Context: an optimization exercise on an open-source flow, tuned for small area and a short achievable clock period. The choices shown serve that exercise and are no tape-out recipe. In this exercise RTL edits were held to simulation tests only and were not proved equivalent to the original. No activity file was given, so power comes from the tool's default toggle rates.

==> flow/design.v, too long to show whole: its modules and the start of the top module <==
// module apb_regs: 126 lines
// module fir_filter: 2825 lines
// module result_fifo: 96 lines
// module apb_acc_top: 73 lines
module apb_acc_top (
  input  wire logic         i_clk,
  input  wire logic         i_reset,
  input  wire logic [11:0]  i_paddr,
  input  wire logic [31:0]  i_pwdata,
  input  wire logic         i_pwrite,
  input  wire logic         i_psel,
  input  wire logic         i_penable,
  output logic      [31:0]  o_prdata,
  output logic              o_pready,
  output logic              o_pslverr
);
  // ...
==> flow/run.sh <==
#!/bin/bash
# synth_recipe.tcl (not shown) runs the flow's synth.tcl, then flattens the netlist and writes it again
# the make line also repeats each setting of config.mk as NAME=value (left out here)
make -C /OpenROAD-flow-scripts/flow DESIGN_CONFIG=/design/flow/config.mk WORK_HOME=/design/flow/orfs CLKGATE_MAP_FILE= SYNTH_SCRIPT=/design/flow/synth_recipe.tcl finish
==> flow/config.mk <==
export PLATFORM = sky130hd
export DESIGN_NAME = apb_acc_top
export DESIGN_NICKNAME = apb_acc_top
export VERILOG_FILES = /design/flow/design.v
export SDC_FILE = /design/flow/constraint.sdc
export NUM_CORES = 4
export LEC_CHECK = 0
export CAP_MARGIN = 20
export CORE_MARGIN = 2
export CORE_UTILIZATION = 40
export SETUP_SLACK_MARGIN = 4.3
export SLEW_MARGIN = 20
==> flow/constraint.sdc <==
create_clock -name core_clock -period 7.0 [get_ports {i_clk}]
set_input_delay 1.4000 -clock core_clock [delete_from_list [all_inputs] [get_ports {i_clk}]]
set_output_delay 1.4000 -clock core_clock [all_outputs]
set_load 0.01 [all_outputs]
==> flow_summary.ini, run 1 <==
[hold_path]
min_path_type = reg -> reg
hold_path_depth = 0

[timing]
drv_slew = 0
setup_ws_ns = 3.72
whs_ns = 0.350
fin_skew_ns = 0.0770

[setup_path]
critical_path.max_fanout = 17
regToRegSetupSlack_ns = 3.72

[logic_synthesis]
yosysUniqueCellTypes = 79
syn-num-nets = 4532
yosysTopAreaCell = edfxtp_1
ys_ff_latch = 958

[final_layout]
layout_commonest_cell = edfxtp_1
nClkBuffers = 138
design.seq.count = 958
final_util = 0.502
num-fill-cells = 10771
inverters = 380
largestRegisters = u_fifo.mem (416), u_regs.tap_q (96), u_filter.dly (84)
layout-drive-gt1-share = 0.337
final-nonclk-buf-share = 0.0838

[detailed_routing]
highest_layer = met5
drt-total-wl_mm = 168
dr.pass1.iters = 6
viasPerCell = 5.64
wl_met2_mm = 77.7
wire_per_inst_um = 27.7

[power]
power_density_nw_per_um2 = 227
combinationalPower_mw = 2.34
largestPowerGroup = sequential cells

[die]
ioPinCount = 83
core-area_um2 = 125000

[clocking]
cts_root_buf = clkbuf_16
clk_pin_slew_ns = 0.06

[global_routing]
grt.met2_usage = 0.418

[status]
status = finished clean
==> module result_fifo, before the edit <==
module result_fifo (
  input  wire logic         i_clk,
  input  wire logic         i_reset,
  input  wire logic         i_push,
  input  wire logic [26:0]  i_data,
  input  wire logic         i_pop,
  input  wire logic         i_clear,
  input  wire logic         i_en,
  output logic      [31:0]  o_head_n,     
  output logic      [2:0]   o_status_n    
);
  logic [25:0] mem [16];
  logic [3:0]  wr_ptr;
  logic [3:0]  rd_ptr;
  logic        empty_q;
  logic        full_q;
  logic        overflow_q;
  logic        do_push;
  logic        do_pop;
  logic        empty_n;
  logic        full_n;
  logic        ovf_n;
  assign do_push = i_push & i_en & ~full_q & ~i_clear;
  assign do_pop  = i_pop & ~empty_q & ~i_clear;
  assign ovf_n   = ~i_clear & (overflow_q | (i_push & i_en & full_q));
  always_comb
  begin
    empty_n = empty_q;
    full_n  = full_q;
    if (i_clear)
    begin
      empty_n = 1'b1;
      full_n  = 1'b0;
    end
    else if (do_push & ~do_pop)
    begin
      empty_n = 1'b0;
      full_n  = (wr_ptr + 4'd1 == rd_ptr);
    end
    else if (do_pop & ~do_push)
    begin
      empty_n = (rd_ptr + 4'd1 == wr_ptr);
      full_n  = 1'b0;
    end
  end
  always_ff @(posedge i_clk or posedge i_reset)
  begin
    if (i_reset)
    begin
      wr_ptr     <= '0;
      rd_ptr     <= '0;
      empty_q    <= 1'b1;
      full_q     <= 1'b0;
      overflow_q <= 1'b0;
    end
    else
    begin
      empty_q    <= empty_n;
      full_q     <= full_n;
      overflow_q <= ovf_n;
      if (i_clear)
      begin
        wr_ptr <= '0;
        rd_ptr <= '0;
      end
      else
      begin
        if (do_push)
          wr_ptr <= wr_ptr + 4'd1;
        if (do_pop)
          rd_ptr <= rd_ptr + 4'd1;
      end
    end
  end
  always_ff @(posedge i_clk)
  begin
    if (do_push)
      mem[wr_ptr] <= i_data[25:0];
  end
  logic [25:0] h;
  logic        h_neg;
  assign h     = mem[rd_ptr];
  assign h_neg = h[25] & (h[24:0] != '0);
  always_comb
  begin
    if (i_clear)
      o_head_n = '0;
    else if (!empty_q)
      o_head_n = {{6{h_neg}}, h};
    else if (do_push)
      o_head_n = {{5{i_data[26]}}, i_data};
    else
      o_head_n = '0;
  end
  assign o_status_n = {ovf_n, full_n, empty_n};
endmodule
==> run 2, diff against run 1 <==
--- a/flow/design.v
+++ b/flow/design.v
@@ -2974,6 +2974,9 @@
   logic        empty_q;
   logic        full_q;
   logic        overflow_q;
+  logic [25:0] pend_data;
+  logic [3:0]  pend_ptr;
+  logic        pend_q;
   logic        do_push;
   logic        do_pop;
   logic        empty_n;
@@ -3031,14 +3034,23 @@
       end
     end
   end
+  always_ff @(posedge i_clk or posedge i_reset)
+  begin
+    if (i_reset)
+      pend_q <= 1'b0;
+    else
+      pend_q <= do_push;
+  end
   always_ff @(posedge i_clk)
   begin
-    if (do_push)
-      mem[wr_ptr] <= i_data[25:0];
+    pend_data <= i_data[25:0];
+    pend_ptr  <= wr_ptr;
+    if (pend_q)
+      mem[pend_ptr] <= pend_data;
   end
   logic [25:0] h;
   logic        h_neg;
-  assign h     = mem[rd_ptr];
+  assign h     = (pend_q && pend_ptr == rd_ptr) ? pend_data : mem[rd_ptr];
   assign h_neg = h[25] & (h[24:0] != '0);
   always_comb
   begin
--- a/flow/config.mk
+++ b/flow/config.mk
@@ -10,3 +10,4 @@
 export CORE_UTILIZATION = 40
 export SETUP_SLACK_MARGIN = 4.3
 export SLEW_MARGIN = 20
+export SYNTH_HIERARCHICAL = 1
==> flow_summary.ini, run 2 <==
[timing]
rsz0062_at_grt = true
fmax_mhz = 293
worstMarginPinSlew_ns = 0.868
fin_setup_tns_ns = 0
hold_violations = 0
fin_skew_ns = 0.0767
setup_violations = 0
whs_ns = 0.364
slew-limit-headroom = 0.421
period_needed_ns = 3.41
final.period_utilization = 0.488
drv_slew = 0

[final_layout]
final_cell_mix = 416 x edfxtp_1, 380 x inv_1, 287 x dfxtp_1
syn2layout_area_growth_pct = 22.2
largest_reg_flops = 416
layout-drive-gt1-share = 0.315
largest-register = u_fifo.mem
layout_commonest_cell = edfxtp_1
postLayoutCellArea_um2 = 62800
largestRegisters = u_fifo.mem (416), u_regs.tap_q (96), u_filter.dly (84)
fin_nets = 4853

[detailed_routing]
antenna_left = 0
drt_iter0_markers = 3661
vias = 34245
drc = 0
drt-total-wl_mm = 167
dr.pass1.iters = 8
wire_per_inst_um = 27.3
viasPerCell = 5.59

[power]
p_leak_nw = 24.2
power_density_nw_per_um2 = 215
power_mw = 13.5
ir_drop_uv = 229

[placement]
port_buffers = 78
gp_congestion = 0.999
dp_hpwl_mm = 112
place_area_um2 = 54100

[logic_synthesis]
syn_area_um2 = 51400
netlist_instances = 4081
avgSynthCellArea_um2 = 12.6
syn-num-nets = 4565
yosys_warnings = 18

[setup_path]
path_delay_family = compound AO/OA/AOI/OAI gates
critPathArrivalTime_ns = 4.07
crit_slowest_cell = o31ai_1
critical_path_buf_inv_count = 3
critical_path.max_fanout = 25
start_kind = flop
end_kind = flop
cp.required_ns = 7.66
critPathMaxStageDelay_ns = 0.56
critical_path_class = reg -> reg
cp_cell_sequence = buf_6 -> inv_1 -> buf_6 -> a2111oi_0 -> nor4_1 -> o31ai_1 -> nand4_1 -> nor4_2 -> a31oi_1 -> o21a_1
crit_top_cell = buf_6

[die]
num_rows = 131
ioPinCount = 83
fp.dieArea_um2 = 131000
die_h_um = 362
die_w_um = 362
core-area_um2 = 128000
initial_core_util = 0.403

[run]
max_cap_violations = 0

[clocking]
clk_pin_slew_ns = 0.07
cts_root_buf = clkbuf_16
htreeDepth = 3
cts.sinks = 989
clkLatencyLatePin_ns = 0.76
cts_buffers = 101
clock_path_buffers = 3
cts_tree = built

[global_routing]
grt_usage = 0.254
grt_pass1_wl_mm = 242
grt_start_max_net_pins = 85
antenna_found_initial = 12
grt_pass1_vias = 34758
grt.overflow.total = 0

[hold_path]
min_path_type = reg -> reg

[status]
status = finished clean
run 2: power breakdown:
group	switching, mW	internal [mW]
sequential	0.240	6.30
combinational	0.781	0.583
clock	2.44	3.19
run 2: metrics by stage:
stage	cells	setup WS (ns)	util
after floorplan	4081	3.90	-
after global placement	5659	2.64	0.424
after detailed placement	5659	2.59	0.424
after CTS	6066	3.51	0.483
after global routing	6119	3.45	0.492
final	6121	3.59	0.492
run 2: layout make-up:
cell class | count | area (µm²)
clock buffers | 133 | 2870
multi-input cells | 2438 | 26200
fillers | 11069 | 64700
flip-flops and latches | 989 | 25400
repair buffers | 408 | 3980
diodes | 3 | 7.51
well taps | 1662 | 2080
inverters | 431 | 1660
clock inverters | 57 | 624
run 2: timing repair:
item / 4_1_cts / 5_1_grt
cloned: 11 / 2
setup buffers: 206 / 50
setup endpoints to repair: 261 / 123
pin swaps: 179 / 99
hold buffers: 0 / 0
gates resized for setup: 732 / 164
run 2: path summary, 6_finish.rpt:
kind,from,endpoint,slack [ns],cells past startpoint
worst max-delay path,u_fifo.rd_ptr[3],u_regs.rd_q[26],3.59,10
worst min-delay path,u_filter.vld[0],u_filter.vld[1],0.36,0
worst max register to register,u_fifo.rd_ptr[3],u_regs.rd_q[26],3.59,10
worst min register to register,u_filter.vld[0],u_filter.vld[1],0.36,0
max in group asynchronous,i_reset,u_filter.dly[0][1],4.61,3
min in group asynchronous,i_reset,u_regs.acc_q,1.15,2
run 2: per-layer routing:
| layer | global-route usage | share of wire | up-vias |
|---|---|---|---|
| met5 | 0 | 0.00031 | - |
| met4 | 0.117 | 0.056 | 8 |
| met3 | 0.0538 | 0.081 | 449 |
| met2 | 0.407 | 0.46 | 1659 |
| met1 | 0.329 | 0.40 | 17486 |
| li1 | - | - | 14643 |

## re-timing with driven ports
In the flow no input, the clock included, has a driving cell. The finished layouts below were timed again as built, in two steps.
Step 1 sets driving cells, clkbuf_16 on the clock port and buf_2 on the other inputs (assumed; they add their load-dependent delay and slew).
Step 2 times the ports against the registers' clock, not the clock port: input delays grow and output delays shrink by t, the midpoint of the rising clock arrivals with the driver on.
a / b / c = no drivers / after step 1 / after step 2; a / b = the first two.
run	shift t [ns]	setup WS [ns]	hold slack, ns	worst setup path at the end	latest minus earliest clock arrival (ns)
run 1	0.764	3.721 / 3.721 / 3.367	0.350 / 0.350 / 0.350	input to register	0.087 / 0.087
run 2	0.790	3.587 / 3.587 / 3.202	0.364 / 0.364 / 0.364	input to register	0.079 / 0.079
After both steps every run listed still meets setup and hold. The setup slack of run 2, which loses most, moves by 0.000 ns with the drivers and by -0.385 ns with both steps.
